From an optimization exercise on the open Yosys and OpenROAD flow, aimed at small area, a short achievable clock period and few clock cycles per item; shortcuts taken in it are not production practice.
At most, simulation tests tie the RTL to the original design; equivalence was not proved.
No activity file was given, so power comes from the tool's default toggle rates.

==> flow/design.v <==
package fol_pkg;
  localparam int unsigned KEY_W       = 8;
  localparam int unsigned POS_W       = 3;
  localparam int unsigned HIT_COUNT_W = 16;
  localparam int unsigned ENTRIES     = 8;
endpackage
module fol_ctrl (
  input  logic clk_i,
  input  logic rst_ni,
  input  logic in_valid_i,
  output logic in_ready_o,
  output logic out_valid_o,
  input  logic out_ready_i,
  output logic k_load_o,    
  output logic l_load_o,    
  output logic fire_o,      
  output logic l_valid_o    
);
  logic kv_q, lv_q, ov_q;
  logic l_free;
  assign fire_o     = lv_q && (!ov_q || out_ready_i);
  assign l_free     = !lv_q || fire_o;
  assign l_load_o   = l_free;
  assign k_load_o   = !kv_q || l_free;
  assign in_ready_o = k_load_o;
  always_ff @(posedge clk_i or negedge rst_ni) begin
    if (!rst_ni) begin
      kv_q <= 1'b0;
      lv_q <= 1'b0;
      ov_q <= 1'b0;
    end else begin
      if (k_load_o) kv_q <= in_valid_i;
      if (l_free) lv_q <= kv_q;
      if (fire_o) ov_q <= 1'b1;
      else if (out_ready_i) ov_q <= 1'b0;
    end
  end
  assign out_valid_o = ov_q;
  assign l_valid_o   = lv_q;
endmodule
module fol_datapath (
  input  logic                              clk_i,
  input  logic                              rst_ni,
  input  logic                              k_load_i,
  input  logic                              l_load_i,
  input  logic                              fire_i,
  input  logic                              l_valid_i,
  input  logic [fol_pkg::KEY_W-1:0]         key_i,
  output logic                              hit_o,
  output logic [fol_pkg::POS_W-1:0]         old_position_o,
  output logic [fol_pkg::POS_W-1:0]         new_position_o,
  output logic [fol_pkg::HIT_COUNT_W-1:0]   hit_count_o
);
  localparam int unsigned N  = fol_pkg::ENTRIES;
  localparam int unsigned PW = fol_pkg::POS_W;
  localparam int unsigned CW = fol_pkg::HIT_COUNT_W;
  function automatic logic gt_f(input logic [CW-1:0] a, input logic [CW-1:0] b);
    logic [CW-1:0] g, l;
    g = a & ~b;
    l = ~a & b;
    for (int s = 1; s < CW; s = s * 2)
      for (int i = 0; i + s < CW; i = i + 2 * s) begin
        g[i] = g[i + s] | (!l[i + s] & g[i]);
        l[i] = l[i + s] | (!g[i + s] & l[i]);
      end
    gt_f = g[0];
  endfunction
  logic [3:0]    k_q;             
  logic [3:0]    l_q;             
  logic [CW:0]   cinc_q;          
  logic [PW-1:0] skey_q [N];      
  logic [CW-1:0] scnt_q [N];      
  logic [N-2:0]  ne_q;            
  logic [3:0]    key_code;
  logic [CW-1:0] c_k, c_new;
  logic [CW:0]   cinc_d;
  logic [N-1:0]  kmatch, match, le_p, t2, rng, run, q1, at_d;
  logic          hit;
  logic [PW-1:0] p, d;
  assign key_code = {(key_i >= fol_pkg::KEY_W'(1)) && (key_i <= fol_pkg::KEY_W'(N)),
                     PW'(key_i - fol_pkg::KEY_W'(1))};
  always_ff @(posedge clk_i) begin
    if (k_load_i) k_q <= key_code;
  end
  always_comb begin
    c_k = '0;
    for (int i = 0; i < N; i++) begin
      kmatch[i] = k_q[3] && (skey_q[i] == k_q[2:0]);
      c_k       = c_k | (scnt_q[i] & {CW{kmatch[i]}});
    end
    cinc_d = (l_valid_i && l_q[3] && k_q[3] && (l_q[2:0] == k_q[2:0]))
             ? {1'b0, c_new} + (CW+1)'(1)
             : {1'b0, c_k} + (CW+1)'(1);
  end
  always_ff @(posedge clk_i) begin
    if (l_load_i) begin
      l_q    <= k_q;
      cinc_q <= cinc_d;
    end
  end
  always_comb begin
    hit   = l_q[3];
    c_new = cinc_q[CW-1:0] | {CW{cinc_q[CW]}};
    for (int i = 0; i < N; i++) begin
      match[i] = hit && (skey_q[i] == l_q[2:0]);
      t2[i]    = hit && !cinc_q[CW] && gt_f(scnt_q[i], cinc_q[CW-1:0]);
    end
    for (int i = 0; i < N; i++) begin
      le_p[i] = 1'b0;
      for (int m = i; m < N; m++) le_p[i] = le_p[i] | match[m];
    end
    for (int i = 0; i < N; i++) begin
      run[i] = 1'b0;
      for (int j = i; j < N; j++) begin
        logic all_eq;
        all_eq = 1'b1;
        for (int m = i; m < j; m++) all_eq = all_eq & !ne_q[m];
        run[i] = run[i] | (match[j] & all_eq);
      end
    end
    for (int i = 0; i < N; i++) begin
      rng[i]  = le_p[i] && !t2[i];
      q1[i]   = run[i] && ((i == 0) || ne_q[(i + N - 2) % (N - 1)]);
      at_d[i] = rng[i] && ((i == 0) || t2[(i + N - 1) % N]);
    end
    p[2] = match[4] | match[5] | match[6] | match[7];
    p[1] = match[2] | match[3] | match[6] | match[7];
    p[0] = match[1] | match[3] | match[5] | match[7];
    d[2] = t2[3];
    d[1] = (t2[1] & !t2[3]) | t2[5];
    d[0] = (t2[0] & !t2[1]) | (t2[2] & !t2[3]) | (t2[4] & !t2[5]) | t2[6];
  end
  always_ff @(posedge clk_i or negedge rst_ni) begin
    if (!rst_ni) begin
      for (int i = 0; i < N; i++) begin
        skey_q[i] <= PW'(i);
        scnt_q[i] <= '0;
      end
      ne_q <= '0;
    end else if (fire_i) begin
      for (int i = 0; i < N - 1; i++) begin
        if (!cinc_q[CW]) begin
          if (q1[i + 1])  ne_q[i] <= t2[i];
          else if (q1[i]) ne_q[i] <= 1'b1;
        end
      end
      for (int i = 0; i < N; i++) begin
        if (q1[i]) scnt_q[i] <= c_new;
        if (at_d[i])      skey_q[i] <= l_q[2:0];
        else if (rng[i])  skey_q[i] <= skey_q[(i + N - 1) % N];
      end
    end
  end
  logic                hit_q;
  logic [PW-1:0]       old_q, new_q;
  logic [CW-1:0]       hc_q;
  always_ff @(posedge clk_i) begin
    if (fire_i) begin
      hit_q <= hit;
      old_q <= p;
      new_q <= d;
      hc_q  <= c_new & {CW{hit}};
    end
  end
  assign hit_o          = hit_q;
  assign old_position_o = old_q;
  assign new_position_o = new_q;
  assign hit_count_o    = hc_q;
endmodule
module frequency_ordered_list_top (
  input  logic                              clk_i,
  input  logic                              rst_ni,
  input  logic                              in_valid_i,
  output logic                              in_ready_o,
  input  logic [fol_pkg::KEY_W-1:0]         in_key_i,
  output logic                              out_valid_o,
  input  logic                              out_ready_i,
  output logic                              out_hit_o,
  output logic [fol_pkg::POS_W-1:0]         out_old_position_o,
  output logic [fol_pkg::POS_W-1:0]         out_new_position_o,
  output logic [fol_pkg::HIT_COUNT_W-1:0]   out_hit_count_o
);
  logic k_load, l_load, fire, l_valid;
  fol_ctrl u_ctrl (
    .clk_i      (clk_i),
    .rst_ni     (rst_ni),
    .in_valid_i (in_valid_i),
    .in_ready_o (in_ready_o),
    .out_valid_o(out_valid_o),
    .out_ready_i(out_ready_i),
    .k_load_o   (k_load),
    .l_load_o   (l_load),
    .fire_o     (fire),
    .l_valid_o  (l_valid)
  );
  fol_datapath u_dp (
    .clk_i         (clk_i),
    .rst_ni        (rst_ni),
    .k_load_i      (k_load),
    .l_load_i      (l_load),
    .fire_i        (fire),
    .l_valid_i     (l_valid),
    .key_i         (in_key_i),
    .hit_o         (out_hit_o),
    .old_position_o(out_old_position_o),
    .new_position_o(out_new_position_o),
    .hit_count_o   (out_hit_count_o)
  );
endmodule
Settings: LEC_CHECK=0, ABC_AREA=1, CAP_MARGIN=20, CORE_MARGIN=2, CORE_UTILIZATION=40, CTS_BUF_LIST=sky130_fd_sc_hd__clkbuf_4 sky130_fd_sc_hd__clkbuf_8, CTS_CLUSTER_SIZE=30, SETUP_SLACK_MARGIN=2.3, SLEW_MARGIN=20; clock period 5.0 ns.
run.sh (not shown) runs the stock make flow with config.mk's settings and CLKGATE_MAP_FILE= SYNTH_SCRIPT=/design/flow/synth_recipe.tcl, a recipe that flattens the netlist after the stock synthesis.
Testbench counts at the start, summed over its fixed seeds: cycles 12,024, items 12,000.
Then changed:
--- a/flow/design.v
+++ b/flow/design.v
@@ -12,24 +12,32 @@
   output logic out_valid_o,
   input  logic out_ready_i,
   output logic k_load_o,    
+  output logic k_from2_o,   
+  output logic k2_load_o,   
   output logic l_load_o,    
   output logic fire_o,      
   output logic l_valid_o    
 );
-  logic kv_q, lv_q, ov_q;
-  logic l_free;
+  logic k2v_q, kv_q, lv_q, ov_q;
+  logic accept, l_free;
+  assign in_ready_o = !k2v_q;
+  assign accept     = in_valid_i && !k2v_q;
   assign fire_o     = lv_q && (!ov_q || out_ready_i);
   assign l_free     = !lv_q || fire_o;
   assign l_load_o   = l_free;
   assign k_load_o   = !kv_q || l_free;
-  assign in_ready_o = k_load_o;
+  assign k_from2_o  = k2v_q;
+  assign k2_load_o  = accept && kv_q && !l_free;
   always_ff @(posedge clk_i or negedge rst_ni) begin
     if (!rst_ni) begin
-      kv_q <= 1'b0;
-      lv_q <= 1'b0;
-      ov_q <= 1'b0;
+      k2v_q <= 1'b0;
+      kv_q  <= 1'b0;
+      lv_q  <= 1'b0;
+      ov_q  <= 1'b0;
     end else begin
-      if (k_load_o) kv_q <= in_valid_i;
+      if (k_load_o) kv_q <= k2v_q || accept;
+      if (k_load_o) k2v_q <= 1'b0;
+      else if (accept) k2v_q <= 1'b1;
       if (l_free) lv_q <= kv_q;
       if (fire_o) ov_q <= 1'b1;
       else if (out_ready_i) ov_q <= 1'b0;
@@ -42,6 +50,8 @@
   input  logic                              clk_i,
   input  logic                              rst_ni,
   input  logic                              k_load_i,
+  input  logic                              k_from2_i,
+  input  logic                              k2_load_i,
   input  logic                              l_load_i,
   input  logic                              fire_i,
   input  logic                              l_valid_i,
@@ -65,13 +75,13 @@
       end
     gt_f = g[0];
   endfunction
-  logic [3:0]    k_q;             
+  logic [3:0]    k2_q, k_q;       
   logic [3:0]    l_q;             
   logic [CW:0]   cinc_q;          
   logic [PW-1:0] skey_q [N];      
   logic [CW-1:0] scnt_q [N];      
   logic [N-2:0]  ne_q;            
-  logic [3:0]    key_code;
+  logic [3:0]    key_code, k_d;
   logic [CW-1:0] c_k, c_new;
   logic [CW:0]   cinc_d;
   logic [N-1:0]  kmatch, match, le_p, t2, rng, run, q1, at_d;
@@ -79,8 +89,10 @@
   logic [PW-1:0] p, d;
   assign key_code = {(key_i >= fol_pkg::KEY_W'(1)) && (key_i <= fol_pkg::KEY_W'(N)),
                      PW'(key_i - fol_pkg::KEY_W'(1))};
+  assign k_d = k_from2_i ? k2_q : key_code;
   always_ff @(posedge clk_i) begin
-    if (k_load_i) k_q <= key_code;
+    if (k2_load_i) k2_q <= key_code;
+    if (k_load_i)  k_q  <= k_d;
   end
   always_comb begin
     c_k = '0;
@@ -180,7 +192,7 @@
   output logic [fol_pkg::POS_W-1:0]         out_new_position_o,
   output logic [fol_pkg::HIT_COUNT_W-1:0]   out_hit_count_o
 );
-  logic k_load, l_load, fire, l_valid;
+  logic k_load, k_from2, k2_load, l_load, fire, l_valid;
   fol_ctrl u_ctrl (
     .clk_i      (clk_i),
     .rst_ni     (rst_ni),
@@ -189,6 +201,8 @@
     .out_valid_o(out_valid_o),
     .out_ready_i(out_ready_i),
     .k_load_o   (k_load),
+    .k_from2_o  (k_from2),
+    .k2_load_o  (k2_load),
     .l_load_o   (l_load),
     .fire_o     (fire),
     .l_valid_o  (l_valid)
@@ -197,6 +211,8 @@
     .clk_i         (clk_i),
     .rst_ni        (rst_ni),
     .k_load_i      (k_load),
+    .k_from2_i     (k_from2),
+    .k2_load_i     (k2_load),
     .l_load_i      (l_load),
     .fire_i        (fire),
     .l_valid_i     (l_valid),
Die area is higher by 1.3%.
Combinational power is higher by 27%.
Count of clock-buffer cells in the layout is higher by 2.
Design area is lower by 0.70%.
Fmax is higher by 0.52%.
Total power is higher by 14%.
Sequential power is higher by 7.5%.
Clock skew is higher by 15 ps.
Routed wire length is lower by 1.0%.
Worst setup slack gets better by 14 ps.
Function not checked in the second run of this note: the RTL went through the layout flow alone.

Starts from the design.v that is shown in full above.
Settings: LEC_CHECK=0, CAP_MARGIN=20, CORE_MARGIN=2, CORE_UTILIZATION=40, SETUP_SLACK_MARGIN=1.5, SLEW_MARGIN=20; clock period 5.0 ns.
Testbench counts at the start, summed over its fixed seeds: cycles 12,024, items 12,000.
Change:
--- a/flow/design.v
+++ b/flow/design.v
@@ -12,24 +12,32 @@
   output logic out_valid_o,
   input  logic out_ready_i,
   output logic k_load_o,    
+  output logic k_from2_o,   
+  output logic k2_load_o,   
   output logic l_load_o,    
   output logic fire_o,      
   output logic l_valid_o    
 );
-  logic kv_q, lv_q, ov_q;
-  logic l_free;
+  logic k2v_q, kv_q, lv_q, ov_q;
+  logic accept, l_free;
+  assign in_ready_o = !k2v_q;
+  assign accept     = in_valid_i && !k2v_q;
   assign fire_o     = lv_q && (!ov_q || out_ready_i);
   assign l_free     = !lv_q || fire_o;
   assign l_load_o   = l_free;
   assign k_load_o   = !kv_q || l_free;
-  assign in_ready_o = k_load_o;
+  assign k_from2_o  = k2v_q;
+  assign k2_load_o  = accept && kv_q && !l_free;
   always_ff @(posedge clk_i or negedge rst_ni) begin
     if (!rst_ni) begin
-      kv_q <= 1'b0;
-      lv_q <= 1'b0;
-      ov_q <= 1'b0;
+      k2v_q <= 1'b0;
+      kv_q  <= 1'b0;
+      lv_q  <= 1'b0;
+      ov_q  <= 1'b0;
     end else begin
-      if (k_load_o) kv_q <= in_valid_i;
+      if (k_load_o) kv_q <= k2v_q || accept;
+      if (k_load_o) k2v_q <= 1'b0;
+      else if (accept) k2v_q <= 1'b1;
       if (l_free) lv_q <= kv_q;
       if (fire_o) ov_q <= 1'b1;
       else if (out_ready_i) ov_q <= 1'b0;
@@ -42,6 +50,8 @@
   input  logic                              clk_i,
   input  logic                              rst_ni,
   input  logic                              k_load_i,
+  input  logic                              k_from2_i,
+  input  logic                              k2_load_i,
   input  logic                              l_load_i,
   input  logic                              fire_i,
   input  logic                              l_valid_i,
@@ -65,13 +75,13 @@
       end
     gt_f = g[0];
   endfunction
-  logic [3:0]    k_q;             
+  logic [3:0]    k2_q, k_q;       
   logic [3:0]    l_q;             
   logic [CW:0]   cinc_q;          
   logic [PW-1:0] skey_q [N];      
   logic [CW-1:0] scnt_q [N];      
   logic [N-2:0]  ne_q;            
-  logic [3:0]    key_code;
+  logic [3:0]    key_code, k_d;
   logic [CW-1:0] c_k, c_new;
   logic [CW:0]   cinc_d;
   logic [N-1:0]  kmatch, match, le_p, t2, rng, run, q1, at_d;
@@ -79,8 +89,10 @@
   logic [PW-1:0] p, d;
   assign key_code = {(key_i >= fol_pkg::KEY_W'(1)) && (key_i <= fol_pkg::KEY_W'(N)),
                      PW'(key_i - fol_pkg::KEY_W'(1))};
+  assign k_d = k_from2_i ? k2_q : key_code;
   always_ff @(posedge clk_i) begin
-    if (k_load_i) k_q <= key_code;
+    if (k2_load_i) k2_q <= key_code;
+    if (k_load_i)  k_q  <= k_d;
   end
   always_comb begin
     c_k = '0;
@@ -180,7 +192,7 @@
   output logic [fol_pkg::POS_W-1:0]         out_new_position_o,
   output logic [fol_pkg::HIT_COUNT_W-1:0]   out_hit_count_o
 );
-  logic k_load, l_load, fire, l_valid;
+  logic k_load, k_from2, k2_load, l_load, fire, l_valid;
   fol_ctrl u_ctrl (
     .clk_i      (clk_i),
     .rst_ni     (rst_ni),
@@ -189,6 +201,8 @@
     .out_valid_o(out_valid_o),
     .out_ready_i(out_ready_i),
     .k_load_o   (k_load),
+    .k_from2_o  (k_from2),
+    .k2_load_o  (k2_load),
     .l_load_o   (l_load),
     .fire_o     (fire),
     .l_valid_o  (l_valid)
@@ -197,6 +211,8 @@
     .clk_i         (clk_i),
     .rst_ni        (rst_ni),
     .k_load_i      (k_load),
+    .k_from2_i     (k_from2),
+    .k2_load_i     (k2_load),
     .l_load_i      (l_load),
     .fire_i        (fire),
     .l_valid_i     (l_valid),
Outcome:
- The changed run went through all stages and came out clean
- first-iteration DRC count increases by about 7%
- core utilization goes up by 0.83 points
- worst setup slack loses 0.040 ns
- worst hold slack loses 0.020 ns
- sequential cell count increases by 5
No functional check of the RTL was part of the second run of this note.

Setup of TR:
// frequency_ordered_list_top: RTL as listed in full above, without the edits since
clock: 5.0 ns
lec_check: 0
abc_area: 1
cap_margin: 20
core_margin: 2
core_utilization: 40
cts_buf_list: sky130_fd_sc_hd__clkbuf_4 sky130_fd_sc_hd__clkbuf_8
cts_cluster_size: 30
setup_slack_margin: 2.0
slew_margin: 20
Testbench counts of TR, summed over its fixed seeds: cycles 12,024, items 12,000.
Inputs modified between TR and MS:
--- a/flow/design.v
+++ b/flow/design.v
@@ -101,11 +101,11 @@
   always_comb begin
     hit   = l_q[3];
     c_new = cinc_q[CW-1:0] | {CW{cinc_q[CW]}};
     for (int i = 0; i < N; i++) begin
       match[i] = hit && (skey_q[i] == l_q[2:0]);
-      t2[i]    = hit && !cinc_q[CW] && gt_f(scnt_q[i], cinc_q[CW-1:0]);
+      t2[i]    = (i < N - 1) && hit && !cinc_q[CW] && gt_f(scnt_q[i], cinc_q[CW-1:0]);
     end
     for (int i = 0; i < N; i++) begin
       le_p[i] = 1'b0;
       for (int m = i; m < N; m++) le_p[i] = le_p[i] | match[m];
     end
==> comparison <==
[compare] base=TR new=MS: worst hold slack across all endpoints went down, via count of the first global-routing pass -about 6%, sequential share of cell area went up.
Comparing MS against TR, there is no change at all in number of flops mapped to enable cells by yosys.
MS against TR: worst ir drop on vdd went down; met1 capacity usage during global routing went down; met2 layer wire length in the routed design went down.
Testbench counts of MS, summed over its fixed seeds: cycles 12,024, items 12,000.

what the ideal ports hide:
How much do the figures lean on ideal ports? The routed layouts below were timed once more, with nothing changed but the port constraints. Step 1: set_driving_cell puts a clkbuf_16 on clk_i and a buf_2 on each other input, an assumption about the parent block. Step 2 moves the port delays by t, midway between the first and last clock arrival at a register: inputs arrive t later, outputs are due t later. That takes back most of the time a late clock gives input paths. Slacks: ideal ports / drivers / drivers and shift; pairs: ideal ports / drivers.
run	t, ns	slack for setup (ns)	worst slew at a driven data input, ns
the first run of note 1	0.629	2.300 / 2.300 / 1.970	0.05
the second run of note 1	0.605	2.314 / 2.314 / 1.995	0.04
the first run of note 2	0.573	1.607 / 1.597 / 1.597	0.04
the second run of note 2	0.583	1.567 / 1.567 / 1.408	0.04
TR	0.595	2.141 / 2.122 / 1.703	0.05
MS	0.607	2.080 / 2.080 / 1.573	0.04
After both steps every run listed still meets setup and hold. The setup slack of MS, which loses most, moves by 0.000 ns with the drivers and by -0.507 ns with both steps.
